What follows belongs to an exercise in optimizing a design on an open flow for small area, a short achievable clock period and few clock cycles per item; a production flow would make more cautious choices. Only simulation tests tie the RTL to the original design; equivalence was not proved. No activity file was given, so power comes from the tool's default toggle rates.

===== config.mk =====
export PLATFORM = sky130hd
export DESIGN_NAME = nonpreemptive_priority_scheduler_top
export DESIGN_NICKNAME = nonpreemptive_priority_scheduler_top
export VERILOG_FILES = /design/flow/design.v
export SDC_FILE = /design/flow/constraint.sdc
export NUM_CORES = 4
export LEC_CHECK = 0
export CAP_MARGIN = 20
export CORE_MARGIN = 2
export CORE_UTILIZATION = 60
export SETUP_SLACK_MARGIN = 1.5
export SLEW_MARGIN = 20

===== constraint.sdc =====
create_clock -name core_clock -period 6.0 [get_ports {clk}]
set_input_delay 1.2000 -clock core_clock [delete_from_list [all_inputs] [get_ports {clk}]]
set_output_delay 1.2000 -clock core_clock [all_outputs]
set_load 0.01 [all_outputs]

===== design.v =====
package nps_pkg;
  localparam int MAX_PROCS = 16;
  localparam int IDX_W     = $clog2(MAX_PROCS);
  localparam int CNT_W     = $clog2(MAX_PROCS + 1);
  localparam int ARR_W  = 16;
  localparam int PRI_W  = 8;
  localparam int BUR_W  = 16;
  localparam int TIME_W = 21;
  localparam int JOB_W  = 5;
  typedef struct packed {
    logic             load_job;
    logic             scan_start;
    logic             rd_en;
    logic [IDX_W-1:0] rd_addr;
    logic             decide;
    logic             first;
    logic             calc_tat;
    logic             emit;
    logic             last;
    logic             finish;
  } ctl_cmd_t;
  typedef struct packed {
    logic [CNT_W-1:0] job_count;
    logic             out_busy;
  } dp_sts_t;
endpackage
import nps_pkg::*;
module nonpreemptive_priority_scheduler_top (
  input  logic                        clk,
  input  logic                        rst_n,
  input  logic                        in_valid,
  output logic                        in_stall,
  input  logic [nps_pkg::ARR_W-1:0]   in_arrival_time,
  input  logic [nps_pkg::PRI_W-1:0]   in_priority_req,
  input  logic [nps_pkg::BUR_W-1:0]   in_burst_time,
  input  logic                        in_last_job,
  output logic                        out_valid,
  input  logic                        out_stall,
  output logic [nps_pkg::JOB_W-1:0]   out_job_number,
  output logic [nps_pkg::TIME_W-1:0]  out_completion_time,
  output logic [nps_pkg::TIME_W-1:0]  out_turnaround_time,
  output logic [nps_pkg::TIME_W-1:0]  out_waiting_time,
  output logic                        out_last_result
);
  localparam int NP = MAX_PROCS;
  localparam int QD = 3;                 
  localparam int QW = $clog2(QD + 1);
  localparam int QP = $clog2(QD);
  localparam int HW = TIME_W - ARR_W;    
  function automatic logic [1:0] cmp_tree(input logic [31:0] a, input logic [31:0] b,
                                          input int w);
    logic [31:0] g, e;
    for (int i = 0; i < 32; i++) begin
      g[i] = (i < w) ? (a[i] & ~b[i]) : 1'b0;
      e[i] = (i < w) ? ~(a[i] ^ b[i]) : 1'b1;
    end
    for (int s = 1; s < 32; s = s * 2) begin
      for (int i = 0; i + s < 32; i = i + 2 * s) begin
        g[i] = g[i+s] | (e[i+s] & g[i]);
        e[i] = e[i+s] & e[i];
      end
    end
    cmp_tree = {g[0], e[0]};
  endfunction
  function automatic logic [ARR_W:0] add_pf(input logic [ARR_W-1:0] a, input logic [ARR_W-1:0] b);
    logic [ARR_W-1:0] g, p, gg, pp;
    g  = a & b;
    p  = a ^ b;
    gg = g;
    pp = p;
    for (int s = 1; s < ARR_W; s = s * 2) begin
      for (int i = 0; i < ARR_W; i++) begin
        if ((i / s) % 2 == 1) begin
          gg[i] = gg[i] | (pp[i] & gg[(i / s) * s - 1]);
          pp[i] = pp[i] & pp[(i / s) * s - 1];
        end
      end
    end
    add_pf = {gg[ARR_W-1], p ^ {gg[ARR_W-2:0], 1'b0}};
  endfunction
  logic [ARR_W-1:0] e_arr [NP];
  logic [PRI_W-1:0] e_pri [NP];
  logic [BUR_W-1:0] e_bur [NP];
  logic [IDX_W-1:0] e_num [NP];
  logic [NP-1:0]    done_r;
  logic [CNT_W-1:0] occ_r;               
  logic [CNT_W-1:0] lo_r;                
  logic [CNT_W-1:0] nrem_r;              
  logic [CNT_W-1:0] nopen_r;             
  logic [ARR_W-1:0] omin_r;              
  logic [CNT_W-1:0] q_n   [QD];
  logic [ARR_W-1:0] q_min [QD];
  logic [QW-1:0]    q_cnt_r;
  logic [QP-1:0]    q_rd_r, q_wr_r;
  logic [TIME_W-1:0] t_r;                
  logic              srch_r;             
  logic              a_v_r;
  logic [TIME_W-1:0] a_ct_r;
  logic [ARR_W-1:0]  a_arr_r;
  logic [TIME_W-1:0] a_st_r;
  logic [IDX_W-1:0]  a_num_r;
  logic              a_last_r;
  logic              ov_r;
  logic [JOB_W-1:0]  onum_r;
  logic [TIME_W-1:0] oct_r, otat_r, owt_r;
  logic              olast_r;
  logic          take, keep, close;
  logic          q_full;
  logic [NP-1:0] up;                     
  assign q_full   = (q_cnt_r == QW'(QD));
  assign in_stall = (occ_pop == CNT_W'(NP) && nopen_r != CNT_W'(NP)) || q_full;
  assign take     = in_valid && !in_stall;
  assign keep     = take && (nopen_r != CNT_W'(NP));
  assign close    = take && in_last_job;
  always_comb begin
    for (int i = 0; i < NP; i++) begin
      logic [1:0] c;
      c = cmp_tree(32'({in_priority_req, ~in_arrival_time}), 32'({e_pri[i], ~e_arr[i]}),
                   PRI_W + ARR_W);
      up[i] = (CNT_W'(i) >= nopen_r) || !c[1];
    end
  end
  localparam int VW = (ARR_W + 1) + ARR_W + IDX_W;    
  logic [NP-1:0]     act, rdy, above, onehot, aabove, afirst;
  logic [VW-1:0]     tv  [2*NP];          
  logic [2*NP-1:0]   tr;                  
  logic              any;
  logic              a_free, b_take, pick;
  logic [ARR_W:0]    p_sum;
  logic [ARR_W-1:0]  p_arr, f_arr;
  logic [IDX_W-1:0]  p_num;
  logic [HW-1:0]     t_hi1;
  logic [TIME_W-1:0] ct;
  logic              act_done, activate, enter;
  logic [CNT_W-1:0]  occ_pop;
  always_comb begin
    for (int i = 0; i < NP; i++) begin
      logic [1:0] c;
      c = cmp_tree(32'(e_arr[i]), 32'(t_r[ARR_W-1:0]), ARR_W);
      act[i] = (CNT_W'(i) >= lo_r) && (CNT_W'(i) < occ_r) && !done_r[i];
      rdy[i] = act[i] && ((t_r[TIME_W-1:ARR_W] != '0) || !(c[1] || (srch_r && c[0])));
      tv[NP+i] = {add_pf(t_r[ARR_W-1:0], e_bur[i]), e_arr[i], e_num[i]};
      tr[NP+i] = rdy[i];
    end
    for (int k = NP - 1; k >= 1; k--) begin
      tr[k] = tr[2*k] | tr[2*k+1];
      tv[k] = tr[2*k+1] ? tv[2*k+1] : tv[2*k];
    end
    tr[0] = 1'b0;
    tv[0] = '0;
    any   = tr[1];
    {p_sum, p_arr, p_num} = tv[1];
    above[NP-1] = 1'b0;
    for (int i = NP - 2; i >= 0; i--) above[i] = above[i+1] | rdy[i+1];
    onehot = rdy & ~above;
    aabove[NP-1] = 1'b0;
    for (int i = NP - 2; i >= 0; i--) aabove[i] = aabove[i+1] | act[i+1];
    afirst = act & ~aabove;
    f_arr = '0;
    for (int i = 0; i < NP; i++) f_arr |= {ARR_W{afirst[i]}} & e_arr[i];
  end
  assign t_hi1    = t_r[TIME_W-1:ARR_W] + HW'(1);
  assign ct       = {p_sum[ARR_W] ? t_hi1 : t_r[TIME_W-1:ARR_W], p_sum[ARR_W-1:0]};
  assign b_take   = !ov_r || !out_stall;
  assign a_free   = !a_v_r || b_take;
  assign pick     = any && !srch_r && a_free;
  assign enter    = !any && !srch_r && (nrem_r != '0);
  assign act_done = (nrem_r == '0) || (pick && nrem_r == CNT_W'(1));
  assign activate = act_done && (q_cnt_r != '0);
  always_comb begin
    occ_pop = '0;
    for (int i = 0; i < NP; i++) begin
      if (CNT_W'(i) < occ_r && !done_r[i]) occ_pop = CNT_W'(i + 1);
    end
  end
  always_ff @(posedge clk) begin
    for (int i = 0; i < NP; i++) begin
      if (keep && up[i]) begin
        if (i > 0 && up[(i+NP-1)%NP]) begin
          e_arr[i] <= e_arr[(i+NP-1)%NP];
          e_pri[i] <= e_pri[(i+NP-1)%NP];
          e_bur[i] <= e_bur[(i+NP-1)%NP];
          e_num[i] <= e_num[(i+NP-1)%NP];
        end else begin
          e_arr[i] <= in_arrival_time;
          e_pri[i] <= in_priority_req;
          e_bur[i] <= in_burst_time;
          e_num[i] <= nopen_r[IDX_W-1:0];
        end
      end
    end
  end
  always_ff @(posedge clk) begin
    for (int i = 0; i < NP; i++) begin
      logic dn_i, dn_p;
      dn_i = done_r[i] | (pick & onehot[i]);
      dn_p = (i > 0) ? (done_r[(i+NP-1)%NP] | (pick & onehot[(i+NP-1)%NP])) : 1'b0;
      if (keep && up[i]) begin
        done_r[i] <= (i > 0 && up[(i+NP-1)%NP]) ? dn_p : 1'b0;
      end else begin
        done_r[i] <= dn_i;
      end
    end
  end
  logic [CNT_W-1:0] nopen_nx;
  logic [ARR_W-1:0] omin_nx;
  logic [CNT_W-1:0] lo_keep, lo_act;
  logic [QW-1:0]    q_cnt_keep, q_cnt_act;
  assign lo_keep    = lo_r + (keep ? CNT_W'(1) : CNT_W'(0));
  assign lo_act     = lo_keep - q_n[q_rd_r];
  assign q_cnt_keep = q_cnt_r + (close ? QW'(1) : QW'(0));
  assign q_cnt_act  = q_cnt_keep - QW'(1);
  always_comb begin
    logic [1:0] c;
    c = cmp_tree(32'(omin_r), 32'(in_arrival_time), ARR_W);
    nopen_nx = nopen_r + (keep ? CNT_W'(1) : CNT_W'(0));
    omin_nx  = omin_r;
    if (keep && (nopen_r == '0 || c[1])) omin_nx = in_arrival_time;
  end
  always_ff @(posedge clk) begin
    if (close) begin
      q_n[q_wr_r]   <= nopen_nx;
      q_min[q_wr_r] <= omin_nx;
    end
    omin_r <= omin_nx;
  end
  always_ff @(posedge clk) begin
    if (!rst_n) begin
      occ_r   <= '0;
      lo_r    <= '0;
      nrem_r  <= '0;
      nopen_r <= '0;
      q_cnt_r <= '0;
      q_rd_r  <= '0;
      q_wr_r  <= '0;
      srch_r  <= 1'b0;
      a_v_r   <= 1'b0;
      ov_r    <= 1'b0;
    end else begin
      occ_r <= occ_pop + (keep ? CNT_W'(1) : CNT_W'(0));
      lo_r  <= activate ? lo_act : lo_keep;
      nopen_r <= close ? '0 : nopen_nx;
      if (close) q_wr_r <= (q_wr_r == QP'(QD - 1)) ? '0 : q_wr_r + QP'(1);
      if (activate) q_rd_r <= (q_rd_r == QP'(QD - 1)) ? '0 : q_rd_r + QP'(1);
      q_cnt_r <= activate ? q_cnt_act : q_cnt_keep;
      if (activate) begin
        nrem_r <= q_n[q_rd_r];
        srch_r <= 1'b0;
      end else if (pick) begin
        nrem_r <= nrem_r - CNT_W'(1);
      end else if (enter) begin
        srch_r <= 1'b1;
      end else if (srch_r && !any) begin
        srch_r <= 1'b0;
      end
      if (b_take) ov_r <= a_v_r;
      if (pick) a_v_r <= 1'b1;
      else if (b_take) a_v_r <= 1'b0;
    end
  end
  always_ff @(posedge clk) begin
    if (activate) begin
      t_r <= TIME_W'(q_min[q_rd_r]);
    end else if (pick) begin
      t_r <= ct;
    end else if (srch_r && any) begin
      t_r <= TIME_W'(p_arr);
    end else if (enter) begin
      t_r <= TIME_W'(f_arr);
    end
  end
  always_ff @(posedge clk) begin
    if (a_free) begin
      a_ct_r   <= ct;
      a_arr_r  <= p_arr;
      a_st_r   <= t_r;
      a_num_r  <= p_num;
      a_last_r <= (nrem_r == CNT_W'(1));
    end
    if (b_take) begin
      onum_r  <= JOB_W'(a_num_r) + JOB_W'(1);
      oct_r   <= a_ct_r;
      otat_r  <= a_ct_r - TIME_W'(a_arr_r);
      owt_r   <= a_st_r - TIME_W'(a_arr_r);
      olast_r <= a_last_r;
    end
  end
  assign out_valid           = ov_r;
  assign out_job_number      = onum_r;
  assign out_completion_time = oct_r;
  assign out_turnaround_time = otat_r;
  assign out_waiting_time    = owt_r;
  assign out_last_result     = olast_r;
endmodule

===== run.sh =====
#!/bin/bash
# synth_recipe.tcl (not shown) runs the flow's synth.tcl, then flattens the netlist and writes it again
# the make line also repeats each setting of config.mk as NAME=value (left out here)
make -C /OpenROAD-flow-scripts/flow DESIGN_CONFIG=/design/flow/config.mk WORK_HOME=/design/flow/orfs CLKGATE_MAP_FILE= SYNTH_SCRIPT=/design/flow/synth_recipe.tcl finish

==> results of run 1 <==
through the flow:
step / power [mW] / setup WS [ns]
after CTS: 37.5 / 1.44
final: 39.0 / 1.28
after global routing: 40.8 / 1.39
after detailed placement: 29.5 / 0.608
after floorplan: 22.2 / 1.10
after global placement: 29.0 / 0.633
repair_timing:
item	CTS	global route
setup endpoints to repair	180	488
setup buffers	59	43
cloned	8	6
pin swaps	25	33
gates resized for setup	136	143
worst max-delay path: cells and delay by family (launching register included):
| kind | cells | cell delay, ns |
|---|---|---|
| simple gates | 4 | 1.19 |
| compound gates | 7 | 2.21 |
| flops | 1 | 0.54 |
| buf+inv | 2 | 0.49 |
sequential cells by signal (all words and copies together) (netlist names), 4 cells and up, named ones only:
signal,flops
e_arr,256
e_bur,256
e_pri,128
e_num,64
q_min,48
a_ct_r,21
a_st_r,21
oct_r,21
otat_r,21
owt_r,21
t_r,21
a_arr_r,16
done_r,16
omin_r,16
q_n,15
lo_r,5
nopen_r,5
nrem_r,5
occ_r,5
onum_r,5
a_num_r,4
metal layers:
metal	share of wire (%)	GRT usage (%)	vias to the layer above	wire length, um
li1	-	-	26816	-
met1	39	54.8	29126	102000
met2	43	62.6	3629	112000
met3	12	11.6	763	31900
met4	5.8	19.8	8	15100
met5	0.056	0.628	-	146
worst min path at each step:
stage | start | to | slack (ns) | cells past startpoint
final | a_last_r | olast_r | 0.43 | 0
after global routing | a_last_r | olast_r | 0.44 | 0
after CTS | a_last_r | olast_r | 0.43 | 0
after floorplan | a_last_r | olast_r | 0.40 | 0
after global placement | a_last_r | olast_r | 0.41 | 0
after detailed placement | a_last_r | olast_r | 0.41 | 0
cell families after synthesis:
group / synth area share (%)
flops: 40.0
mux: 8.30
compound gates: 18.1
xor+xnor: 2.15
simple gates: 10.2
fa+ha+maj: 17.9
buf+inv: 3.40
cells in the final DEF (no fill, tap or decap), drive strengths merged, types with 68 or more instances in the layout:
cell type,synthesis,routed
ha,927,927
o21ai,518,518
o21a,94,94
a22oi,72,72
buf,87,407
clkbuf,225,146
a21oi,345,345
nor2,307,310
dfxtp,68,68
clkdlybuf4s50,0,115
a21o,195,195
edfxtp,915,915
xnor2,111,111
nor3,105,105
nand4,75,75
mux2,492,492
inv,308,292
nand3,146,146
a211oi,116,116
nand2,538,538
cell type report:
type,instances,area [um^2],share of cell area [%]
diodes,6,15.0,0.0180
repair buffers,530,5060,6.05
multi-input cells,5185,42500,50.9
clock buffers,141,2980,3.57
inverters,309,1220,1.46
well taps,1612,2020,2.41
clock inverters,69,863,1.03
flip-flops and latches,983,28800,34.5
power breakdown:
group	switching, mW	internal (mW)	total, mW	leakage [nW]
clock network	3.03	4.21	7.24	1.86
logic	12.8	8.29	21.1	22.9
registers	1.17	9.47	10.6	9.62
total	17.0	22.0	39.0	34.4
==> reports/qor_table.md, run 1 <==
| Item | This run |
|---|---|
| Share of the yosys chip area belonging to registers | 40.0% |
| Number of warning messages in the yosys log | 6 |
| Final-report max-slew violation count | 0 |
| Number of vias per cell | 6.83 |
| Share of post-route cells with drive strength above 1 | 19.5% |
| Number of buffers added on ports | 115 |
| Post-synth EDFFs | 915 |
| Drc violations | 0 |
| Final setup violation count | 0 |
| Class of the tightest hold or removal check | flip-flop to flip-flop |
| Static leakage | 34.4 nW |
| Reg2reg start | lo_r[4] |
| Die Wd | 351 um |
| Capture point of the critical path | t_r[3] |
| Fin crit share | 78.6% |
| Synth Net Count | 7821 |
| Proportion of netlist area held by the largest area contributor | 38.1% |
| Most common cell in the synthesized netlist | sky130_fd_sc_hd__ha_1 |
| Crit path from | lo_r[4] |
| Die area | 123000 um^2 |
| CTS HTree Levels | 3 |
| Slowest stage delay, CP | 0.59 ns |
| VDD IR max | 0.000436 V |
| Number of DRC markers in iteration 0 | 7368 |
| Type of element capturing the critical path | flip-flop |
| Count of max-cap constraint violations | 0 |
| Most used DFF post-synth | sky130_fd_sc_hd__edfxtp_1 |
| Number of global-route vias before repair | 57876 |
| Total power divided by cell area | 467 nW/um^2 |
| First-pass GRT wire length | 376000 um |
| Number of antenna violations at the first check in global routing | 10 |
| Final Hold Fails | 0 |
| First drt pass iteration count | 7 |
| Clock sink total | 983 |
| Maximum clock insertion buffer count | 3 |
| FF-to-FF setup slack | 1.28 ns |
| Ranking of synthesized cells by area | sky130_fd_sc_hd__edfxtp_1, sky130_fd_sc_hd__ha_1, sky130_fd_sc_hd__mux2_2 |
| Maximum clock frequency | 212 MHz |
| Critical Path Source Type | flip-flop |
| Post-route core utilization | 69.8% |
| Wire length per cell | 29.5 um |
| Cells after Synth | 6782 |
| Final instance area | 83500 um^2 |
| Largest net degree at the start of global routing | 70 |
| Source-to-sink clock delay at the later pin of the worst-skew pair | 0.77 ns |
| Worst path required time | 6.51 ns |
| Synthesized area per cell | 10.6 um^2 |
| Global-route congestion overflow total | 0 |
| Syn Std Cell Area | 72200 um^2 |
| Instance count after placement with tap cells included | 8503 |
| Initial core utilization | 60.3% |
| Minimum period implied by the final worst setup slack | 4.72 ns |
| Slew @ Worst Pin | 1.14 ns |
| # rows | 127 |
| Largest area contributor in the netlist | sky130_fd_sc_hd__edfxtp_1 |
| Critical path type | flip-flop to flip-flop |
| Placed instance area | 77200 um^2 |
| Gpl congestion | 1.06 |
| Worst Hold Margin | 0.432 ns |
| GRT Util Overall | 41.4% |
| Proportion of register bits with asynchronous set or reset after synthesis | 0% |
| Register bit count reported by yosys | 983 |
| CTS tree | built |
| Vertical extent of the die | 351 um |
| Core Box Area | 120000 um^2 |
| Setup repair after global routing missed its margin | true |
| Leading post-synthesis cells by instance count | sky130_fd_sc_hd__ha_1, sky130_fd_sc_hd__edfxtp_1, sky130_fd_sc_hd__nand2_1 |
| Growth of design area from synthesis to finish | 15.7% |
| Cell repeated most along the worst path | sky130_fd_sc_hd__nand3_1 |
| Number of primary I/O pins | 116 |
| List of cells traversed by the critical path | buf_4 > a31oi_1 > nand3_1 > nor3b_2 > buf_4 > a222oi_1 > o221ai_1 > a221oi_1 > nand3_1 > a221oi_1 > nand3_1 > o2111ai_1 > o211ai_1 |
| TNS Setup | 0 ns |
| Slowest cell on the critical path | sky130_fd_sc_hd__a222oi_1 |
| Detailed-route via count | 60342 |
| Crit Reg-Reg Endpoint | t_r[3] |
| Clock-pin slew reported for the worst setup and hold paths after clock tree synthesis | 0.07 ns |
| Post-CTS Hold Buffers | 0 |
| Final non-filler cell total | 8835 |
| Result of the run | timing/DRC/antenna clean |
| Depth of the worst register-to-register path | 13 |
| Relative max-transition margin | 23.1% |
| Half-perimeter wire length after detailed placement | 200000 um |
| Layout fillers | 8851 |
| Clock buffers created by TritonCTS | 110 |
| Final setup skew | 0.0487 ns |
| Count of unique library cells instantiated by Yosys | 107 |
| Post-Route WL | 261000 um |
| Final-stage net count | 8158 |
| Critical-path maximum fanout | 16 |
| Arrival time at the worst endpoint | 5.22 ns |
| Final ANT Viol Nets | 0 |
| CTS Root Cell | sky130_fd_sc_hd__clkbuf_16 |
Testbench counts, summed over its fixed seeds: cycles 22,204, jobs 19,788.
==> run 2: changes to the inputs <==
--- a/design.v
+++ b/design.v
@@ -131,7 +131,7 @@
   logic [IDX_W-1:0]  p_num;
   logic [HW-1:0]     t_hi1;
   logic [TIME_W-1:0] ct;
-  logic              act_done, activate, enter;
+  logic              activate;
   logic [CNT_W-1:0]  occ_pop;
   always_comb begin
     for (int i = 0; i < NP; i++) begin
@@ -159,14 +159,27 @@
     f_arr = '0;
     for (int i = 0; i < NP; i++) f_arr |= {ARR_W{afirst[i]}} & e_arr[i];
   end
+  logic              nz, last1, qne, lastpick;
+  logic [TIME_W-1:0] t_any, t_none;
+  logic [CNT_W-1:0]  nrem_any, nrem_none;
   assign t_hi1    = t_r[TIME_W-1:ARR_W] + HW'(1);
   assign ct       = {p_sum[ARR_W] ? t_hi1 : t_r[TIME_W-1:ARR_W], p_sum[ARR_W-1:0]};
   assign b_take   = !ov_r || !out_stall;
   assign a_free   = !a_v_r || b_take;
+  assign nz       = (nrem_r != '0);
+  assign last1    = (nrem_r == CNT_W'(1));
+  assign qne      = (q_cnt_r != '0);
+  assign lastpick = !srch_r && a_free && last1 && qne;    
   assign pick     = any && !srch_r && a_free;
-  assign enter    = !any && !srch_r && (nrem_r != '0);
-  assign act_done = (nrem_r == '0) || (pick && nrem_r == CNT_W'(1));
-  assign activate = act_done && (q_cnt_r != '0);
+  assign activate = any ? lastpick : (!nz && qne);
+  assign t_any  = srch_r ? TIME_W'(p_arr) :
+                  !a_free ? t_r :
+                  (last1 && qne) ? TIME_W'(q_min[q_rd_r]) : ct;
+  assign t_none = !nz ? (qne ? TIME_W'(q_min[q_rd_r]) : t_r) :
+                  srch_r ? t_r : TIME_W'(f_arr);
+  assign nrem_any  = (srch_r || !a_free) ? nrem_r :
+                     last1 ? (qne ? q_n[q_rd_r] : '0) : nrem_r - CNT_W'(1);
+  assign nrem_none = (!nz && qne) ? q_n[q_rd_r] : nrem_r;
   always_comb begin
     occ_pop = '0;
     for (int i = 0; i < NP; i++) begin
@@ -243,31 +256,14 @@
       if (close) q_wr_r <= (q_wr_r == QP'(QD - 1)) ? '0 : q_wr_r + QP'(1);
       if (activate) q_rd_r <= (q_rd_r == QP'(QD - 1)) ? '0 : q_rd_r + QP'(1);
       q_cnt_r <= activate ? q_cnt_act : q_cnt_keep;
-      if (activate) begin
-        nrem_r <= q_n[q_rd_r];
-        srch_r <= 1'b0;
-      end else if (pick) begin
-        nrem_r <= nrem_r - CNT_W'(1);
-      end else if (enter) begin
-        srch_r <= 1'b1;
-      end else if (srch_r && !any) begin
-        srch_r <= 1'b0;
-      end
+      nrem_r <= any ? nrem_any : nrem_none;
+      srch_r <= any ? srch_r : (nz && !srch_r);
       if (b_take) ov_r <= a_v_r;
-      if (pick) a_v_r <= 1'b1;
-      else if (b_take) a_v_r <= 1'b0;
-    end
-  end
-  always_ff @(posedge clk) begin
-    if (activate) begin
-      t_r <= TIME_W'(q_min[q_rd_r]);
-    end else if (pick) begin
-      t_r <= ct;
-    end else if (srch_r && any) begin
-      t_r <= TIME_W'(p_arr);
-    end else if (enter) begin
-      t_r <= TIME_W'(f_arr);
-    end
+      a_v_r <= pick || (a_v_r && !b_take);
+    end
+  end
+  always_ff @(posedge clk) begin
+    t_r <= any ? t_any : t_none;
   end
   always_ff @(posedge clk) begin
     if (a_free) begin
==> run 2 against run 1 <==
  * Sequential share of layout area is 0.49 points lower
  * Sequential power about the same
  * Count of clock-buffer cells in the layout down 10
  * Setup slack lost 0.23 ns
  * Synthesized cell count down 2.6%
  * Largest cell class unchanged
  * First-iteration DRC count is 22% higher
  * Still clean
  * Final cell count is 1.4% lower
  * Critical path depth rose by 2
  * Cell area grew 1.6%
==> reports/qor_table.md, run 2 <==
| Item | This run |
|---|---|
| Result of the run | timing/DRC/antenna clean |
| Post-Route WL | 301000 um |
| Critical Path Source Type | flip-flop |
| Source-to-sink clock delay at the later pin of the worst-skew pair | 0.79 ns |
| Final-report max-slew violation count | 0 |
| Number of DRC markers in iteration 0 | 9018 |
| Static leakage | 35.0 nW |
| Ranking of synthesized cells by area | sky130_fd_sc_hd__edfxtp_1, sky130_fd_sc_hd__ha_1, sky130_fd_sc_hd__mux2_2 |
| Share of post-route cells with drive strength above 1 | 21.8% |
| Register bit count reported by yosys | 983 |
| Slowest cell on the critical path | sky130_fd_sc_hd__o211ai_1 |
| Global-route congestion overflow total | 0 |
| Largest net degree at the start of global routing | 70 |
| FF-to-FF setup slack | 1.05 ns |
| VDD IR max | 0.000538 V |
| CTS Root Cell | sky130_fd_sc_hd__clkbuf_16 |
| Cell repeated most along the worst path | sky130_fd_sc_hd__buf_4 |
| Critical path type | flip-flop to flip-flop |
| Setup repair after global routing missed its margin | true |
| Core Box Area | 118000 um^2 |
| Number of warning messages in the yosys log | 6 |
| Most common cell in the synthesized netlist | sky130_fd_sc_hd__ha_1 |
| Fin crit share | 82.5% |
| Maximum clock insertion buffer count | 3 |
| Total power divided by cell area | 514 nW/um^2 |
| Final ANT Viol Nets | 0 |
| Arrival time at the worst endpoint | 5.57 ns |
| Detailed-route via count | 62739 |
| Type of element capturing the critical path | flip-flop |
| Die Wd | 349 um |
| Gpl congestion | 1.09 |
| Slew @ Worst Pin | 1.32 ns |
| Count of max-cap constraint violations | 0 |
| Largest registers in the final layout | e_arr x256, e_bur x256, e_pri x128 |
| Final setup violation count | 0 |
| Growth of design area from synthesis to finish | 18.8% |
| Syn Std Cell Area | 71400 um^2 |
| CTS HTree Levels | 3 |
| First-pass GRT wire length | 417000 um |
| First drt pass iteration count | 9 |
| Number of antenna violations at the first check in global routing | 13 |
| CTS tree | built |
| # rows | 126 |
| Initial core utilization | 60.5% |
| Critical-path maximum fanout | 12 |
| Largest area contributor in the netlist | sky130_fd_sc_hd__edfxtp_1 |
| Post-CTS Hold Buffers | 0 |
| Worst Hold Margin | 0.423 ns |
| Minimum period implied by the final worst setup slack | 4.95 ns |
| Count of unique library cells instantiated by Yosys | 92 |
| Worst Hold Depth | 0 |
| Most used DFF post-synth | sky130_fd_sc_hd__edfxtp_1 |
| Commonest non-fill, non-tap cell in the layout | sky130_fd_sc_hd__edfxtp_1 |
| Wire length per cell | 34.5 um |
| Clock-pin slew reported for the worst setup and hold paths after clock tree synthesis | 0.06 ns |
| Final setup skew | 0.0635 ns |
| Commonest cells after routing, fill and taps aside | sky130_fd_sc_hd__edfxtp_1, sky130_fd_sc_hd__ha_1, sky130_fd_sc_hd__mux2_2 |
| Maximum clock frequency | 202 MHz |
| Post-synth EDFFs | 920 |
| Proportion of netlist area held by the largest area contributor | 38.7% |
| Final-stage net count | 8110 |
| Half-perimeter wire length after detailed placement | 220000 um |
| Drc violations | 0 |
| Cells after Synth | 6603 |
| Slowest stage delay, CP | 0.66 ns |
| Number of vias per cell | 7.20 |
| Synth Net Count | 7642 |
| Worst path required time | 6.63 ns |
| Die area | 122000 um^2 |
| Depth of the worst register-to-register path | 15 |
| Synthesized area per cell | 10.8 um^2 |
| Vertical extent of the die | 349 um |
| Number of primary I/O pins | 116 |
| Clock buffers created by TritonCTS | 109 |
| TNS Setup | 0 ns |
| Clock sink total | 983 |
| Final Hold Fails | 0 |
| Leading post-synthesis cells by instance count | sky130_fd_sc_hd__ha_1, sky130_fd_sc_hd__edfxtp_1, sky130_fd_sc_hd__mux2_2 |
| List of cells traversed by the critical path | inv_1 > buf_4 > buf_4 > ha_1 > nor3_1 > a21boi_0 > a31oi_2 > a21o_1 > o2111ai_4 > buf_4 > o211ai_1 > o21ai_2 > a211oi_2 > buf_4 > a221o_1 |
| Number of global-route vias before repair | 59431 |
| Class of the tightest hold or removal check | flip-flop to flip-flop |
| Proportion of register bits with asynchronous set or reset after synthesis | 0% |
| Share of the yosys chip area belonging to registers | 40.4% |
| Relative max-transition margin | 11.9% |
| Number of buffers added on ports | 115 |
| GRT Util Overall | 47.8% |
==> run 2: worst paths after layout <==
check | from | to
min | a_last_r | olast_r
max reg2reg | t_r[7] | t_r[0]
max | t_r[7] | t_r[0]
min reg2reg | a_last_r | olast_r
==> run 2: repair_timing <==
item | CTS | global route
gates cloned | 8 | 10
setup endpoints to repair | 1027 | 806
resized for setup | 220 | 207
buffers inserted | 81 | 88
pin swaps | 46 | 76
==> run 2: cell type report <==
cell class	count	area (um^2)
tap	1536	1920
clock inverter	72	897
inverter	336	1330
sequential	983	28900
multi-input combinational	4987	42200
timing repair buffer	654	6730
clock buffer	131	2830
fill	8273	33200
antenna	11	27.5
==> run 2: where the power goes <==
part	switching, mW	internal (mW)	total (mW)
clock network	3.09	4.05	7.13
logic	15.0	10.7	25.7
registers	1.30	9.51	10.8
total	19.4	24.2	43.6
==> run 2: per-layer routing <==
metal  GRT usage, %  vias to the layer above  share of wire [%]  wire length [um]
met5              0                        -              0.028                85
met4           30.1                       12                7.8             23600
met3           17.3                     1235                 15             44900
met2           68.2                     4815                 41            123000
met1           61.4                    30320                 36            110000
li1               -                    26357                  -                 -
==> run 2: cells by family (layout without fill, tap and decap cells) <==
family | Yosys count | count (layout) | synth area share [%]
AO/OA/AOI/OAI | 1816 | 1817 | 16.9
XOR/XNOR | 203 | 203 | 2.49
adder cells (fa/ha/maj) | 994 | 994 | 18.1
buffers and inverters | 635 | 1193 | 3.38
flip-flops | 983 | 983 | 40.4
multiplexers | 602 | 602 | 9.33
other | 0 | 11 | 0
AND/OR/NAND/NOR | 1370 | 1371 | 9.32
==> run 2: critical path, delay by kind of cell, from the launching register on <==
| kind | cells | cell delay [ns] |
|---|---|---|
| DFF | 1 | 0.39 |
| AOI/OAI and AO/OA | 8 | 2.59 |
| and+or+nand+nor | 1 | 0.16 |
| adders and majority gates | 1 | 0.40 |
| buffers and inverters | 5 | 1.22 |
==> run 2: stage by stage <==
step           instances  util, %  setup slack [ns]  total power [mW]  instance area, um^2
2_1_floorplan       6603        -             0.559              22.8                72000
3_3_place_gp        8309     65.4             0.169              30.9                77200
3_5_place_dp        8309     65.4             0.182              31.5                77200
4_1_cts             8601     70.2              1.41              40.5                83000
5_1_grt             8700     71.8              1.02              45.0                84800
6_report            8710     71.9              1.05              43.6                84800
Testbench counts of run 2, summed over its fixed seeds: cycles 22,204, jobs 19,788.
==> run 3: changes to the inputs <==
--- a/config.mk
+++ b/config.mk
@@ -8,5 +8,5 @@
 export CAP_MARGIN = 20
 export CORE_MARGIN = 2
 export CORE_UTILIZATION = 60
-export SETUP_SLACK_MARGIN = 1.5
+export SETUP_SLACK_MARGIN = 2.5
 export SLEW_MARGIN = 20
==> run 3 against run 2 <==
  * The flow now stops in global routing
  * Synthesized cell count is the same
  * Area after synthesis is the same
==> reports/qor_table.md, run 3 <==
| Item | This run |
|---|---|
| Result of the run | stopped before the end |
| Exit stage | global routing |
| First error line in the log | [ERROR GRT-0232] Routing congestion too high. Check the congestion heatmap in the GUI. |
| Number of primary I/O pins | 116 |
| Grt repair worst endpoint | done_r[12]$_DFF_P_/D |
| Maximum clock insertion buffer count | 3 |
| Half-perimeter wire length after detailed placement | 221000 um |
| Largest area contributor in the netlist | sky130_fd_sc_hd__edfxtp_1 |
| Most common cell in the synthesized netlist | sky130_fd_sc_hd__ha_1 |
| Proportion of netlist area held by the largest area contributor | 38.7% |
| Largest net degree at the start of global routing | 70 |
| Initial core utilization | 60.5% |
| Global-route congestion overflow total | 100 |
| Number of antenna violations at the first check in global routing | 66 |
| Vertical extent of the die | 349 um |
| Die Wd | 349 um |
| Worst setup slack after placement | 0.286 ns |
| # rows | 126 |
| Leading post-synthesis cells by instance count | sky130_fd_sc_hd__ha_1, sky130_fd_sc_hd__edfxtp_1, sky130_fd_sc_hd__mux2_2 |
| Number of warning messages in the yosys log | 6 |
| Register bit count reported by yosys | 983 |
| Share of the yosys chip area belonging to registers | 40.4% |
| CTS Root Cell | sky130_fd_sc_hd__clkbuf_16 |
| Ranking of synthesized cells by area | sky130_fd_sc_hd__edfxtp_1, sky130_fd_sc_hd__ha_1, sky130_fd_sc_hd__mux2_2 |
| Cells after Synth | 6603 |
| Post-CTS Hold Buffers | 0 |
| Synthesized area per cell | 10.8 um^2 |
| CTS HTree Levels | 3 |
| Proportion of register bits with asynchronous set or reset after synthesis | 0% |
| GRT Util Overall | 76.3% |
| Gpl congestion | 1.09 |
| Number of buffers added on ports | 115 |
| Syn Std Cell Area | 71400 um^2 |
| Worst endpoint pin kind | register input |
| Synth Net Count | 7642 |
| Most used DFF post-synth | sky130_fd_sc_hd__edfxtp_1 |
| Count of unique library cells instantiated by Yosys | 92 |
| Clock sink total | 983 |
| Clock buffers created by TritonCTS | 109 |
| Post-synth EDFFs | 920 |
run 3: power by group through the flow:
stage | logic, mW | clock network (mW) | registers (mW)
4_1_cts | 25.7 | 7.12 | 10.7
3_5_place_dp | 20.8 | 0 | 10.8
3_3_place_gp | 20.2 | 0 | 10.8
2_1_floorplan | 12.2 | 0 | 10.6
run 3: worst max-delay path by stage:
stage | cells past startpoint | slack (ns) | endpoint
after floorplan | 13 | 0.56 | t_r[0]
after global placement | 15 | 0.28 | done_r[15]
after detailed placement | 15 | 0.29 | done_r[15]
after CTS | 16 | 1.62 | t_r[6]
run 3: routing by layer:
| metal | overflow | GRT usage (%) |
|---|---|---|
| met1 | 9 | 77.3 |
| met2 | 47 | 89.9 |
| met3 | 4 | 64.0 |
| met4 | 37 | 70.7 |
| met5 | 3 | 48.4 |
run 3: per-stage QoR:
step | std cells | hold slack [ns] | instance area, um^2
floorplan | 6603 | 0.400 | 72200
global placement | 8311 | 0.405 | 77400
detailed placement | 8311 | 0.407 | 77400
CTS | 9071 | 0.421 | 93900
run 3: kinds of logic after synthesis:
family | synth area share, %
AOI/OAI and AO/OA | 16.9
xor gates and xnor gates | 2.49
adders and majority gates | 18.1
buffers and inverters | 3.38
DFF | 40.4
muxes | 9.33
and+or+nand+nor | 9.32
run 3: repair_timing:
action / 4_1_cts
endpoints found under the hold margin: 0
pin swaps: 243
resized for setup: 1385
gates cloned: 142
buffers inserted: 415
endpoints found under the setup margin: 1549
==> run 4: changes to the inputs <==
--- a/design.v
+++ b/design.v
@@ -104,18 +104,39 @@
   logic [JOB_W-1:0]  onum_r;
   logic [TIME_W-1:0] oct_r, otat_r, owt_r;
   logic              olast_r;
-  logic          take, keep, close;
-  logic          q_full;
+  logic             iv_r;
+  logic [ARR_W-1:0] i_arr;
+  logic [PRI_W-1:0] i_pri;
+  logic [BUR_W-1:0] i_bur;
+  logic             i_last;
+  logic          igo, keep, close;
+  logic          q_full, room;
   logic [NP-1:0] up;                     
   assign q_full   = (q_cnt_r == QW'(QD));
-  assign in_stall = (occ_pop == CNT_W'(NP) && nopen_r != CNT_W'(NP)) || q_full;
-  assign take     = in_valid && !in_stall;
-  assign keep     = take && (nopen_r != CNT_W'(NP));
-  assign close    = take && in_last_job;
+  assign room     = (nopen_r == CNT_W'(NP)) || (occ_pop != CNT_W'(NP));
+  assign igo      = iv_r && room && !(i_last && q_full);
+  assign keep     = igo && (nopen_r != CNT_W'(NP));
+  assign close    = igo && i_last;
+  assign in_stall = iv_r && !igo;
+  always_ff @(posedge clk) begin
+    if (!rst_n) begin
+      iv_r <= 1'b0;
+    end else if (!in_stall) begin
+      iv_r <= in_valid;
+    end
+  end
+  always_ff @(posedge clk) begin
+    if (!in_stall) begin
+      i_arr  <= in_arrival_time;
+      i_pri  <= in_priority_req;
+      i_bur  <= in_burst_time;
+      i_last <= in_last_job;
+    end
+  end
   always_comb begin
     for (int i = 0; i < NP; i++) begin
       logic [1:0] c;
-      c = cmp_tree(32'({in_priority_req, ~in_arrival_time}), 32'({e_pri[i], ~e_arr[i]}),
+      c = cmp_tree(32'({i_pri, ~i_arr}), 32'({e_pri[i], ~e_arr[i]}),
                    PRI_W + ARR_W);
       up[i] = (CNT_W'(i) >= nopen_r) || !c[1];
     end
@@ -195,9 +216,9 @@
           e_bur[i] <= e_bur[(i+NP-1)%NP];
           e_num[i] <= e_num[(i+NP-1)%NP];
         end else begin
-          e_arr[i] <= in_arrival_time;
-          e_pri[i] <= in_priority_req;
-          e_bur[i] <= in_burst_time;
+          e_arr[i] <= i_arr;
+          e_pri[i] <= i_pri;
+          e_bur[i] <= i_bur;
           e_num[i] <= nopen_r[IDX_W-1:0];
         end
       end
@@ -225,10 +246,10 @@
   assign q_cnt_act  = q_cnt_keep - QW'(1);
   always_comb begin
     logic [1:0] c;
-    c = cmp_tree(32'(omin_r), 32'(in_arrival_time), ARR_W);
+    c = cmp_tree(32'(omin_r), 32'(i_arr), ARR_W);
     nopen_nx = nopen_r + (keep ? CNT_W'(1) : CNT_W'(0));
     omin_nx  = omin_r;
-    if (keep && (nopen_r == '0 || c[1])) omin_nx = in_arrival_time;
+    if (keep && (nopen_r == '0 || c[1])) omin_nx = i_arr;
   end
   always_ff @(posedge clk) begin
     if (close) begin
--- a/config.mk
+++ b/config.mk
@@ -7,6 +7,6 @@
 export LEC_CHECK = 0
 export CAP_MARGIN = 20
 export CORE_MARGIN = 2
-export CORE_UTILIZATION = 60
-export SETUP_SLACK_MARGIN = 2.5
+export CORE_UTILIZATION = 40
+export SETUP_SLACK_MARGIN = 1.5
 export SLEW_MARGIN = 20
==> run 4 against run 3 <==
  * The run now finishes clean
  * Synthesized cell count rose by 3.2%
  * Area after synthesis rose by 1.9%
==> reports/qor_table.md, run 4 <==
| Item | This run |
|---|---|
| Growth of design area from synthesis to finish | 18.8% |
| Proportion of netlist area held by the largest area contributor | 39.6% |
| Critical path type | flip-flop to flip-flop |
| Die Wd | 431 um |
| Arrival time at the worst endpoint | 5.18 ns |
| Syn Std Cell Area | 72800 um^2 |
| Slew @ Worst Pin | 1.20 ns |
| Total power divided by cell area | 443 nW/um^2 |
| Final Hold Fails | 0 |
| Maximum clock frequency | 216 MHz |
| Count of max-cap constraint violations | 0 |
| Final setup violation count | 0 |
| Reg2reg start | t_r[7] |
| TNS Setup | 0 ns |
| Number of antenna violations at the first check in global routing | 24 |
| CTS HTree Levels | 4 |
| Met1 layer wirelength in the final routing | 135000 um |
| First-pass GRT wire length | 446000 um |
| Global-route congestion overflow total | 0 |
| Final non-filler cell total | 9802 |
| FF-to-FF setup slack | 1.38 ns |
| Worst Hold Margin | 0.430 ns |
| Critical Path Source Type | flip-flop |
| Class of the tightest hold or removal check | flip-flop to flip-flop |
| Most used DFF post-synth | sky130_fd_sc_hd__edfxtp_1 |
| Switching share of power | 43.6% |
| Die area | 185000 um^2 |
| Synth Net Count | 7852 |
| Synthesized area per cell | 10.7 um^2 |
| Number of primary I/O pins | 116 |
| Share of post-route cells with drive strength above 1 | 20.4% |
| Cells after Synth | 6813 |
| Vertical extent of the die | 431 um |
| Depth of the worst register-to-register path | 14 |
| Critical-path maximum fanout | 6 |
| Proportion of register bits with asynchronous set or reset after synthesis | 0% |
| Drc violations | 0 |
| Largest area contributor in the netlist | sky130_fd_sc_hd__edfxtp_1 |
| Largest registers in the final layout | e_arr x256, e_bur x256, e_pri x128 |
| Post-synth EDFFs | 961 |
| Count of unique library cells instantiated by Yosys | 89 |
| # rows | 156 |
| WL met2 | 132000 um |
| Register bit count reported by yosys | 1025 |
| Result of the run | timing/DRC/antenna clean |
| Hold Path Origin | a_last_r |
| Core Box Area | 181000 um^2 |
| Gpl congestion | 1.07 |
| Top routing layer in use | met5 |
| Final-report max-slew violation count | 0 |
| Clock buffers created by TritonCTS | 130 |
| Type of element capturing the critical path | flip-flop |
| CTS Root Cell | sky130_fd_sc_hd__clkbuf_16 |
| Maximum clock insertion buffer count | 3 |
| Leading post-synthesis cells by instance count | sky130_fd_sc_hd__edfxtp_1, sky130_fd_sc_hd__ha_1, sky130_fd_sc_hd__nand2_1 |
| Number of DRC markers in iteration 0 | 7911 |
| Commonest cells after routing, fill and taps aside | sky130_fd_sc_hd__edfxtp_1, sky130_fd_sc_hd__ha_1, sky130_fd_sc_hd__nand2_1 |
| Number of global-route vias before repair | 58524 |
| Final ANT Viol Nets | 0 |
| Cell-internal power | 21.6 mW |
| Detailed-route via count | 61892 |
| Wire length per cell | 32.6 um |
| Commonest non-fill, non-tap cell in the layout | sky130_fd_sc_hd__edfxtp_1 |
| VDD IR max | 0.000217 V |
| Setup repair after global routing missed its margin | true |
| Initial core utilization | 40.3% |
| Post-Route WL | 320000 um |
| Proportion of power drawn by combinational gates | 52.6% |
| Number of buffers added on ports | 115 |
| Routed length on met3 | 34900 um |
| Number of warning messages in the yosys log | 6 |
| Largest net degree at the start of global routing | 64 |
| Clock group share of total power | 20.5% |
| Worst path required time | 6.56 ns |
| Static leakage | 35.3 nW |
| Instance count after placement with tap cells included | 9404 |
| GRT Util Overall | 33.7% |
| Number of vias per cell | 6.31 |
| Worst Hold End | olast_r |
| First drt pass iteration count | 6 |
| Worst setup slack after layout | 1.38 ns |
| Source-to-sink clock delay at the later pin of the worst-skew pair | 0.85 ns |
| Most common cell in the synthesized netlist | sky130_fd_sc_hd__edfxtp_1 |
| Worst Hold Depth | 0 |
| Sequential share of power | 26.9% |
| Final-stage net count | 8363 |
| Clock sink total | 1025 |
| Minimum period implied by the final worst setup slack | 4.62 ns |
| Half-perimeter wire length after detailed placement | 243000 um |
| Clock-pin slew reported for the worst setup and hold paths after clock tree synthesis | 0.07 ns |
| Worst setup slack after placement | 0.591 ns |
| Share of the yosys chip area belonging to registers | 41.4% |
| Crit Reg-Reg Endpoint | t_r[12] |
| CTS tree | built |
| Final setup skew | 0.0431 ns |
| Switching pwr | 16.7 mW |
| Ranking of synthesized cells by area | sky130_fd_sc_hd__edfxtp_1, sky130_fd_sc_hd__ha_1, sky130_fd_sc_hd__mux2_2 |
| Relative max-transition margin | 19.4% |
| Fin crit share | 77.1% |
-- run 4: worst max-delay path by stage --
stage | start | to | cells past startpoint
final | t_r[7] | t_r[12] | 14
after floorplan | t_r[8] | t_r[0] | 14
after global routing | t_r[12] | t_r[12] | 18
after global placement | occ_r[4] | t_r[11] | 11
after detailed placement | t_r[1] | t_r[17] | 14
after CTS | t_r[4] | t_r[12] | 18
-- run 4: layout make-up --
class / count / area (um^2)
clock inverter: 65 / 643
timing repair buffer: 672 / 6050
clock buffer: 168 / 3480
inverter: 332 / 1340
fill: 16574 / 94200
tap: 2370 / 2970
sequential: 1025 / 30100
antenna: 7 / 17.5
multi-input combinational: 5161 / 41900
timing repair inverter: 2 / 13.8
-- run 4: kinds of logic after synthesis --
group	synth area share (%)
compound gates	17.2
xor+xnor	2.29
fa+ha+maj	17.8
buf+inv	3.33
flops	41.4
mux	8.07
simple gates	9.94
-- run 4: timing repair --
action / 4_1_cts / 5_1_grt
gates resized for setup: 190 / 168
buffers inserted: 76 / 69
endpoints found under the hold margin: 0 / 0
endpoints found under the setup margin: 1125 / 471
pin swaps: 27 / 57
hold buffers: 0 / 0
cloned: 7 / 5
-- run 4: power by group through the flow --
stage / logic [mW] / clock network [mW] / registers (mW)
finish: 20.2 / 7.83 / 10.3
global route: 21.4 / 8.20 / 10.4
CTS: 18.8 / 7.93 / 10.3
detailed placement: 18.0 / 0 / 10.4
global placement: 17.8 / 0 / 10.4
floorplan: 10.2 / 0 / 10.3
-- run 4: critical path, stage by stage (launching register included) --
cell	delay (ns)
sky130_fd_sc_hd__edfxtp_1	0.39
sky130_fd_sc_hd__clkinvlp_4	0.29
sky130_fd_sc_hd__buf_4	0.27
sky130_fd_sc_hd__ha_1	0.30
sky130_fd_sc_hd__and3_1	0.16
sky130_fd_sc_hd__nand2_1	0.05
sky130_fd_sc_hd__o21ai_0	0.34
sky130_fd_sc_hd__a31oi_1	0.21
sky130_fd_sc_hd__o41ai_4	0.80
sky130_fd_sc_hd__and4b_4	0.56
sky130_fd_sc_hd__nand2b_4	0.20
sky130_fd_sc_hd__o21ai_2	0.05
sky130_fd_sc_hd__buf_6	0.17
sky130_fd_sc_hd__o2bb2ai_2	0.11
sky130_fd_sc_hd__a221o_2	0.39
-- run 4: stage by stage --
stage	util [%]	cell area [um^2]	total power [mW]
2_1_floorplan	-	73000	20.5
3_3_place_gp	44.0	79500	28.2
3_5_place_dp	44.0	79500	28.4
4_1_cts	47.1	85100	37.1
5_1_grt	47.9	86500	40.0
6_report	47.9	86500	38.3
-- run 4: layer usage --
| layer | track usage, % | vias up |
|---|---|---|
| met5 | 0 | - |
| met4 | 15.6 | 10 |
| met3 | 8.69 | 686 |
| met2 | 49.0 | 3301 |
| met1 | 46.7 | 30779 |
| li1 | - | 27116 |
Testbench counts of run 4, summed over its fixed seeds: cycles 22,023, jobs 19,788.
==> run 5: changes to the inputs <==
--- a/design.v
+++ b/design.v
@@ -113,7 +113,7 @@
   logic          q_full, room;
   logic [NP-1:0] up;                     
   assign q_full   = (q_cnt_r == QW'(QD));
-  assign room     = (nopen_r == CNT_W'(NP)) || (occ_pop != CNT_W'(NP));
+  assign room     = (nopen_r == CNT_W'(NP)) || hole;
   assign igo      = iv_r && room && !(i_last && q_full);
   assign keep     = igo && (nopen_r != CNT_W'(NP));
   assign close    = igo && i_last;
@@ -154,6 +154,8 @@
   logic [TIME_W-1:0] ct;
   logic              activate;
   logic [CNT_W-1:0]  occ_pop;
+  logic [NP-1:0]     below;               
+  logic              hole, absorb;
   always_comb begin
     for (int i = 0; i < NP; i++) begin
       logic [1:0] c;
@@ -207,9 +209,24 @@
       if (CNT_W'(i) < occ_r && !done_r[i]) occ_pop = CNT_W'(i + 1);
     end
   end
+  always_comb begin
+    logic seen;
+    seen = 1'b0;
+    for (int i = 0; i < NP; i++) begin
+      below[i] = !seen;
+      seen = seen | done_r[i] | (CNT_W'(i) >= occ_pop);
+    end
+    hole = seen;
+  end
+  always_comb begin
+    absorb = 1'b0;
+    for (int i = 0; i < NP; i++) begin
+      if (below[i] && done_r[i] && CNT_W'(i) < occ_pop) absorb = 1'b1;
+    end
+  end
   always_ff @(posedge clk) begin
     for (int i = 0; i < NP; i++) begin
-      if (keep && up[i]) begin
+      if (keep && up[i] && below[i]) begin
         if (i > 0 && up[(i+NP-1)%NP]) begin
           e_arr[i] <= e_arr[(i+NP-1)%NP];
           e_pri[i] <= e_pri[(i+NP-1)%NP];
@@ -229,7 +246,7 @@
       logic dn_i, dn_p;
       dn_i = done_r[i] | (pick & onehot[i]);
       dn_p = (i > 0) ? (done_r[(i+NP-1)%NP] | (pick & onehot[(i+NP-1)%NP])) : 1'b0;
-      if (keep && up[i]) begin
+      if (keep && up[i] && below[i]) begin
         done_r[i] <= (i > 0 && up[(i+NP-1)%NP]) ? dn_p : 1'b0;
       end else begin
         done_r[i] <= dn_i;
@@ -271,7 +288,7 @@
       a_v_r   <= 1'b0;
       ov_r    <= 1'b0;
     end else begin
-      occ_r <= occ_pop + (keep ? CNT_W'(1) : CNT_W'(0));
+      occ_r <= occ_pop + ((keep && !absorb) ? CNT_W'(1) : CNT_W'(0));
       lo_r  <= activate ? lo_act : lo_keep;
       nopen_r <= close ? '0 : nopen_nx;
       if (close) q_wr_r <= (q_wr_r == QP'(QD - 1)) ? '0 : q_wr_r + QP'(1);
==> run 5 against run 4 <==
  * Still clean
  * Final cell count rose by 0.12%
  * Critical path depth increased by 3
  * Hold slack better by 0.017 ns
  * Combinational power decreased by 21%
  * Die area up 1.1%
  * Sequential cell count unchanged
  * First-iteration DRC count shrank 1.2%
  * Clock power is essentially flat
  * Clock skew rose by 0.010 ns
  * Critical path type unchanged
  * Largest power group unchanged
  * Highest routed layer unchanged
==> reports/qor_table.md, run 5 <==
| Item | This run |
|---|---|
| Result of the run | timing/DRC/antenna clean |
| FF-to-FF setup slack | 1.31 ns |
| Global-route congestion overflow total | 0 |
| Final Hold Fails | 0 |
| Maximum clock insertion buffer count | 3 |
| Layout fillers | 16695 |
| Post-CTS Hold Buffers | 0 |
| Drc violations | 0 |
| Largest net degree at the start of global routing | 70 |
| Static leakage | 34.6 nW |
| First drt pass iteration count | 10 |
| Number of DRC markers in iteration 0 | 7816 |
| Commonest cells after routing, fill and taps aside | sky130_fd_sc_hd__edfxtp_1, sky130_fd_sc_hd__ha_1, sky130_fd_sc_hd__nand2_1 |
| Maximum clock frequency | 213 MHz |
| Crit Reg-Reg Endpoint | t_r[17] |
| Initial core utilization | 40.2% |
| # rows | 157 |
| Ranking of synthesized cells by area | sky130_fd_sc_hd__edfxtp_1, sky130_fd_sc_hd__ha_1, sky130_fd_sc_hd__mux2_2 |
| Growth of design area from synthesis to finish | 17.5% |
| Die Wd | 433 um |
| Slew @ Worst Pin | 1.26 ns |
| Count of unique library cells instantiated by Yosys | 102 |
| Clock buffers created by TritonCTS | 121 |
| Share of the yosys chip area belonging to registers | 40.9% |
| Relative max-transition margin | 15.8% |
| Source-to-sink clock delay at the later pin of the worst-skew pair | 0.84 ns |
| Capture point of the critical path | t_r[17] |
| Vertical extent of the die | 433 um |
| Worst path required time | 6.58 ns |
| Crit path from | t_r[7] |
| Number of buffers added on ports | 115 |
| Proportion of netlist area held by the largest area contributor | 39.2% |
| Number of primary I/O pins | 116 |
| Final-report max-slew violation count | 0 |
| CTS tree | built |
| Switching share of power | 41.7% |
| Cells after Synth | 6833 |
| Count of max-cap constraint violations | 0 |
| Clock sink total | 1025 |
| Clock-pin slew reported for the worst setup and hold paths after clock tree synthesis | 0.06 ns |
| Worst setup slack after layout | 1.31 ns |
| Minimum period implied by the final worst setup slack | 4.69 ns |
| Number of antenna violations at the first check in global routing | 18 |
| Most used DFF post-synth | sky130_fd_sc_hd__edfxtp_1 |
| Critical Path Source Type | flip-flop |
| Number of warning messages in the yosys log | 6 |
| Leading post-synthesis cells by instance count | sky130_fd_sc_hd__edfxtp_1, sky130_fd_sc_hd__ha_1, sky130_fd_sc_hd__nand2_1 |
| Register bit count reported by yosys | 1025 |
| Critical path type | flip-flop to flip-flop |
| Largest registers in the final layout | e_arr x256, e_bur x256, e_pri x128 |
| Most common cell in the synthesized netlist | sky130_fd_sc_hd__edfxtp_1 |
| GRT Util Overall | 32.3% |
| VDD IR max | 0.000297 V |
| Synthesized area per cell | 10.8 um^2 |
| Proportion of power drawn by combinational gates | 48.1% |
| Reg2reg start | t_r[7] |
| Detailed-route via count | 61662 |
| Post-synth EDFFs | 961 |
| Critical-path maximum fanout | 31 |
| Total power divided by cell area | 386 nW/um^2 |
| Final ANT Viol Nets | 0 |
| Final setup skew | 0.0533 ns |
| Largest area contributor in the netlist | sky130_fd_sc_hd__edfxtp_1 |
| Final setup violation count | 0 |
| Proportion of register bits with asynchronous set or reset after synthesis | 0% |
| Number of global-route vias before repair | 58288 |
| CTS Root Cell | sky130_fd_sc_hd__clkbuf_16 |
| Commonest non-fill, non-tap cell in the layout | sky130_fd_sc_hd__edfxtp_1 |
| Wire length per cell | 31.7 um |
| Core Box Area | 183000 um^2 |
| Worst Hold Margin | 0.447 ns |
| Fin crit share | 78.1% |
| Switching pwr | 13.9 mW |
| Arrival time at the worst endpoint | 5.27 ns |
| Die area | 187000 um^2 |
| TNS Setup | 0 ns |
| Final-stage net count | 8273 |
| CTS HTree Levels | 3 |
| Gpl congestion | 1.17 |
| Number of vias per cell | 6.28 |
| Synth Net Count | 7872 |
| Clock group share of total power | 23.5% |
| Class of the tightest hold or removal check | flip-flop to flip-flop |
| Type of element capturing the critical path | flip-flop |
| Depth of the worst register-to-register path | 17 |
| Half-perimeter wire length after detailed placement | 233000 um |
| Setup repair after global routing missed its margin | true |
| Share of post-route cells with drive strength above 1 | 19.5% |
| Post-Route WL | 311000 um |
| Sequential share of power | 28.4% |
| Cell-internal power | 19.4 mW |
| Syn Std Cell Area | 73600 um^2 |
| First-pass GRT wire length | 435000 um |
| Worst setup slack after placement | 0.359 ns |
## run 5: worst min-delay path by stage
stage               slack, ns      end  startpoint  cells after the start
finish                   0.45  olast_r    a_last_r                      0
global route             0.45  olast_r    a_last_r                      0
CTS                      0.45  olast_r    a_last_r                      0
detailed placement       0.44  olast_r    a_last_r                      0
global placement         0.41  olast_r    a_last_r                      0
floorplan                0.40  olast_r    a_last_r                      0
## run 5: cells by family (layout without fill, tap and decap cells)
kind of cell / after synthesis / in the layout / synth area share, %
compound gates: 1927 / 1927 / 17.3
xor+xnor: 197 / 197 / 2.34
fa+ha+maj: 994 / 994 / 17.6
buf+inv: 620 / 1127 / 3.27
flops: 1025 / 1025 / 40.9
mux: 603 / 603 / 9.03
other cells: 0 / 8 / 0
simple gates: 1467 / 1469 / 9.57
## run 5: power groups by stage
| stage | registers (mW) | clock network (mW) | logic, mW |
|---|---|---|---|
| floorplan | 9.62 | 0 | 8.69 |
| detailed placement | 9.60 | 0 | 14.7 |
| finish | 9.47 | 7.85 | 16.0 |
| CTS | 9.45 | 7.91 | 15.3 |
| global placement | 9.59 | 0 | 14.6 |
| global route | 9.52 | 8.20 | 17.0 |
## run 5: worst max-delay path: stages (launching register included)
cell and delay [ns]:
sky130_fd_sc_hd__edfxtp_1 0.40, sky130_fd_sc_hd__clkinvlp_4 0.24, sky130_fd_sc_hd__buf_4 0.27, sky130_fd_sc_hd__ha_1 0.24, sky130_fd_sc_hd__a2111oi_2 0.35, sky130_fd_sc_hd__buf_4 0.23
sky130_fd_sc_hd__o21ai_0 0.14, sky130_fd_sc_hd__buf_4 0.19, sky130_fd_sc_hd__nand3b_1 0.22, sky130_fd_sc_hd__nand2_2 0.16, sky130_fd_sc_hd__buf_12 0.24, sky130_fd_sc_hd__nand2_2 0.16
sky130_fd_sc_hd__o22ai_1 0.12, sky130_fd_sc_hd__or3_4 0.45, sky130_fd_sc_hd__a311oi_4 0.34, sky130_fd_sc_hd__buf_6 0.20, sky130_fd_sc_hd__mux2_4 0.31, sky130_fd_sc_hd__and2_1 0.14
## run 5: layer usage
| layer | global-route usage [%] | routed length (um) |
|---|---|---|
| met3 | 9.46 | 36000 |
| met1 | 43.7 | 128000 |
| met5 | 0 | 108 |
| met4 | 17.1 | 19500 |
| met2 | 46.6 | 128000 |
## run 5: per-stage QoR
stage,util (%),power [mW],cells,area (um^2)
2_1_floorplan,-,18.3,6833,74000
3_3_place_gp,43.8,24.2,9444,80100
3_5_place_dp,43.8,24.3,9447,80100
4_1_cts,46.8,32.6,9767,85600
5_1_grt,47.3,34.7,9809,86500
6_report,47.3,33.4,9814,86500
## run 5: repair_timing
item                        CTS  global route
pin swaps                    22            18
setup endpoints to repair  1392           843
gates cloned                  2             2
resized for setup           126           119
buffers inserted             87            36
## run 5: layout make-up
type | instances | area [um^2] | share of cell area [%]
Multi-Input combinational cell | 5190 | 42500 | 49.1
Tap cell | 2464 | 3080 | 3.57
Antenna cell | 8 | 20.0 | 0.0232
Timing Repair Buffer | 572 | 5350 | 6.18
Clock buffer | 138 | 3140 | 3.64
Inverter | 323 | 1290 | 1.49
Sequential cell | 1025 | 30200 | 34.9
Timing Repair inverter | 1 | 7.51 | 0.00868
Clock inverter | 93 | 957 | 1.11
Testbench counts of run 5, summed over its fixed seeds: cycles 21,259, jobs 19,788.
==> run 6: changes to the inputs <==
--- a/config.mk
+++ b/config.mk
@@ -5,6 +5,7 @@
 export SDC_FILE = /design/flow/constraint.sdc
 export NUM_CORES = 4
 export LEC_CHECK = 0
+export ABC_AREA = 1
 export CAP_MARGIN = 20
 export CORE_MARGIN = 2
 export CORE_UTILIZATION = 40
==> run 6 against run 5 <==
  * Setup slack got worse by 0.048 ns
  * Synthesized cell count rose by 23%
  * Critical path depth fell by 1
  * Routed wire length fell by 15%
  * Fmax fell by 1.0%
  * Largest power group unchanged
==> reports/qor_table.md, run 6 <==
| Item | This run |
|---|---|
| Maximum clock insertion buffer count | 3 |
| Final instance area | 83800 um^2 |
| Growth of design area from synthesis to finish | 15.2% |
| Depth of the worst register-to-register path | 16 |
| Final Hold Fails | 0 |
| VDD IR max | 0.000307 V |
| Overall Power | 34.2 mW |
| First drt pass iteration count | 8 |
| Half-perimeter wire length after detailed placement | 198000 um |
| Share of post-route cells with drive strength above 1 | 9.33% |
| Core Box Area | 181000 um^2 |
| Type of element capturing the critical path | flip-flop |
| List of cells traversed by the critical path | a31oi_2 > nor2_1 > nand3_1 > nand3_1 > nor2_1 > buf_4 > a221oi_1 > nand3_1 > nor2_1 > nand3_1 > nor2_1 > nand3_1 > nor2_1 > o2111ai_1 > o211ai_1 > nand2_1 |
| Number of buffer and inverter stages on the critical path | 1 |
| CTS tree | built |
| Detailed-route via count | 64085 |
| WP depth | 16 |
| Class of the tightest hold or removal check | flip-flop to flip-flop |
| Capture point of the critical path | t_r[12] |
| Top Family by Delay on Critical Path | simple AND/OR/NAND/NOR gates |
| Worst path required time | 6.54 ns |
| Critical-path maximum fanout | 16 |
| Number of DRC markers in iteration 0 | 6690 |
| Reg2reg start | occ_r[1] |
| Result of the run | timing/DRC/antenna clean |
| Initial core utilization | 40.2% |
| Register bit count reported by yosys | 1025 |
| Number of vias per cell | 5.78 |
| Number of warning messages in the yosys log | 6 |
| First-pass GRT wire length | 386000 um |
| Final non-filler cell total | 11079 |
| Leading post-synthesis cells by instance count | sky130_fd_sc_hd__nand2_1, sky130_fd_sc_hd__edfxtp_1, sky130_fd_sc_hd__o21ai_0 |
| Slowest cell on the critical path | sky130_fd_sc_hd__nand3_1 |
| Wire length per cell | 23.9 um |
| Worst Hold Margin | 0.430 ns |
| Commonest non-fill, non-tap cell in the layout | sky130_fd_sc_hd__nand2_1 |
| Gpl congestion | 0.984 |
| Number of primary I/O pins | 116 |
| Count of max-cap constraint violations | 0 |
| Placed instance area | 77400 um^2 |
| Slowest stage delay, CP | 0.55 ns |
| Setup repair after global routing missed its margin | true |
| Clock sink total | 1025 |
| Crit path from | occ_r[1] |
| Final setup skew | 0.0380 ns |
| Maximum clock frequency | 211 MHz |
| Global-route congestion overflow total | 0 |
| Number of antenna violations at the first check in global routing | 8 |
| Share of the yosys chip area belonging to registers | 41.4% |
| Relative max-transition margin | 20.6% |
| Die area | 185000 um^2 |
| Arrival time at the worst endpoint | 5.27 ns |
| CTS HTree Levels | 3 |
| Syn Std Cell Area | 72700 um^2 |
| Count of unique library cells instantiated by Yosys | 63 |
| Commonest cells after routing, fill and taps aside | sky130_fd_sc_hd__nand2_1, sky130_fd_sc_hd__edfxtp_1, sky130_fd_sc_hd__ha_1 |
| Minimum period implied by the final worst setup slack | 4.73 ns |
| Largest registers in the final layout | e_arr x256, e_bur x256, e_pri x128 |
| Synth Net Count | 9419 |
| Crit Reg-Reg Endpoint | t_r[12] |
| Source-to-sink clock delay at the later pin of the worst-skew pair | 0.79 ns |
| Die Wd | 430 um |
| Final-report max-slew violation count | 0 |
| GRT Util Overall | 27.5% |
| Final ANT Viol Nets | 0 |
| Critical path type | flip-flop to flip-flop |
| Most used DFF post-synth | sky130_fd_sc_hd__edfxtp_1 |
| Post-synth EDFFs | 961 |
| Instance count after placement with tap cells included | 10734 |
| Proportion of netlist area held by the largest area contributor | 39.7% |
| Post-Route WL | 265000 um |
| Proportion of register bits with asynchronous set or reset after synthesis | 0% |
| # rows | 156 |
| Vertical extent of the die | 430 um |
| Most common cell in the synthesized netlist | sky130_fd_sc_hd__nand2_1 |
| Largest area contributor in the netlist | sky130_fd_sc_hd__edfxtp_1 |
| Fin crit share | 78.9% |
| Total power divided by cell area | 408 nW/um^2 |
| Drc violations | 0 |
| Static leakage | 36.6 nW |
| Number of buffers added on ports | 115 |
| Slew @ Worst Pin | 1.18 ns |
| Ranking of synthesized cells by area | sky130_fd_sc_hd__edfxtp_1, sky130_fd_sc_hd__ha_1, sky130_fd_sc_hd__nand2_1 |
| Layout fillers | 17296 |
| Final setup violation count | 0 |
| Clock-pin slew reported for the worst setup and hold paths after clock tree synthesis | 0.06 ns |
| TNS Setup | 0 ns |
| FF-to-FF setup slack | 1.27 ns |
| Synthesized area per cell | 8.68 um^2 |
| Critical Path Source Type | flip-flop |
| Final-stage net count | 9641 |
| Number of global-route vias before repair | 61202 |
| Clock buffers created by TritonCTS | 116 |
| CTS Root Cell | sky130_fd_sc_hd__clkbuf_16 |
| Largest net degree at the start of global routing | 90 |
| Cells after Synth | 8380 |
==> run 6: what timing repair did <==
action,4_1_cts,5_1_grt
gates resized for setup,148,164
setup endpoints to repair,884,857
pin swaps,16,28
buffers inserted,45,63
gates cloned,1,10
hold buffers,0,0
==> run 6: logic make-up (layout without fill, tap and decap cells) <==
kind of cell	after synthesis	count (layout)	share of synthesized area [%]
adder cells (fa/ha/maj)	994	994	17.8
AND/OR/NAND/NOR	3256	3256	18.8
XOR/XNOR	187	187	2.25
buffers and inverters	1026	1351	5.42
AO/OA/AOI/OAI	1892	1893	14.3
other	0	3	0
flip-flops	1025	1025	41.4
==> run 6: metal layers <==
layer / GRT usage [%] / vias up / part of all wire (%)
met2: 44.9 / 2771 / 45
li1: - / 29820 / -
met4: 14.1 / 6 / 6.0
met5: 0 / - / 0.060
met3: 4.68 / 674 / 8.4
met1: 35.0 / 30814 / 40
==> run 6: power by group <==
| group | total (mW) | internal (mW) | switching [mW] |
|---|---|---|---|
| combinational | 16.6 | 6.00 | 10.6 |
| sequential | 9.76 | 9.05 | 0.714 |
| clock | 7.80 | 4.57 | 3.23 |
| total | 34.2 | 19.6 | 14.6 |
==> run 6: worst min-delay path by stage <==
stage                     startpoint  endpoint  slack, ns  depth (start not counted)
after global routing        a_last_r   olast_r       0.43                          0
after global placement      a_last_r   olast_r       0.42                          0
after detailed placement    a_last_r   olast_r       0.42                          0
after CTS                   a_last_r   olast_r       0.43                          0
after floorplan             a_last_r   olast_r       0.40                          0
final                       a_last_r   olast_r       0.43                          0
==> run 6: worst reg2reg max path, stage by stage (launching register included) <==
cell                        delay [ns]
sky130_fd_sc_hd__dfxtp_4          0.39
sky130_fd_sc_hd__a31oi_2          0.18
sky130_fd_sc_hd__nor2_1           0.48
sky130_fd_sc_hd__nand3_1          0.56
sky130_fd_sc_hd__nand3_1          0.40
sky130_fd_sc_hd__nor2_1           0.10
sky130_fd_sc_hd__buf_4            0.23
sky130_fd_sc_hd__a221oi_1         0.47
sky130_fd_sc_hd__nand3_1          0.17
sky130_fd_sc_hd__nor2_1           0.22
sky130_fd_sc_hd__nand3_1          0.11
sky130_fd_sc_hd__nor2_1           0.22
sky130_fd_sc_hd__nand3_1          0.15
sky130_fd_sc_hd__nor2_1           0.27
sky130_fd_sc_hd__o2111ai_1        0.31
sky130_fd_sc_hd__o211ai_1         0.17
sky130_fd_sc_hd__nand2_1          0.08
==> run 6: cell type report <==
class	count	area, um^2	share of cell area [%]
multi-input combinational	6330	39600	47.3
sequential	1025	30200	36.0
timing repair buffer	422	4160	4.96
clock buffer	147	3110	3.72
tap	2370	2970	3.54
inverter	706	2790	3.33
clock inverter	75	943	1.13
antenna	3	7.51	0.00896
timing repair inverter	1	5.00	0.00597
==> run 6: metrics by stage <==
step                setup WS [ns]  utilization [%]
floorplan                    1.38                -
global placement            0.755             42.8
detailed placement          0.810             42.8
CTS                          1.24             45.6
global route                 1.15             46.3
finish                       1.27             46.3

[afterwards: timing with drivers on the ports]
The flow's constraints put no driver on any port. The routed layouts listed below were extracted and timed again, unchanged, in two steps. Step 1, drivers: a clkbuf_16 drives clk and a buf_2 each remaining input, both assumed. Step 2 also shifts input and output timing later by t, the mid clock arrival at the registers, as if the neighbouring blocks saw the same clock. a / b / c = ideal / step 1 / step 2; a / b = the first two.
| run | shift t [ns] | slack for setup (ns) | worst hold slack (ns) | slew at the worst register clock pin (ns) | worst data-port slew with drivers (ns) |
|---|---|---|---|---|---|
| run 1 | 0.824 | 1.285 / 1.285 / 0.836 | 0.432 / 0.432 / 0.432 | 0.07 / 0.07 | 0.04 |
| run 2 | 0.842 | 1.052 / 1.052 / 0.646 | 0.423 / 0.423 / 0.423 | 0.07 / 0.07 | 0.09 |
| run 4 | 0.910 | 1.377 / 1.377 / 1.377 | 0.430 / 0.430 / 0.430 | 0.07 / 0.07 | 0.05 |
| run 5 | 0.899 | 1.313 / 1.313 / 1.313 | 0.447 / 0.447 / 0.447 | 0.07 / 0.07 | 0.11 |
| run 6 | 0.858 | 1.265 / 1.228 / 1.265 | 0.430 / 0.430 / 0.430 | 0.07 / 0.07 | 0.11 |
After both steps setup and hold are still met in every run listed. For run 1, which loses most, drivers alone change the setup slack by 0.000 ns; drivers and shift together by -0.449 ns.
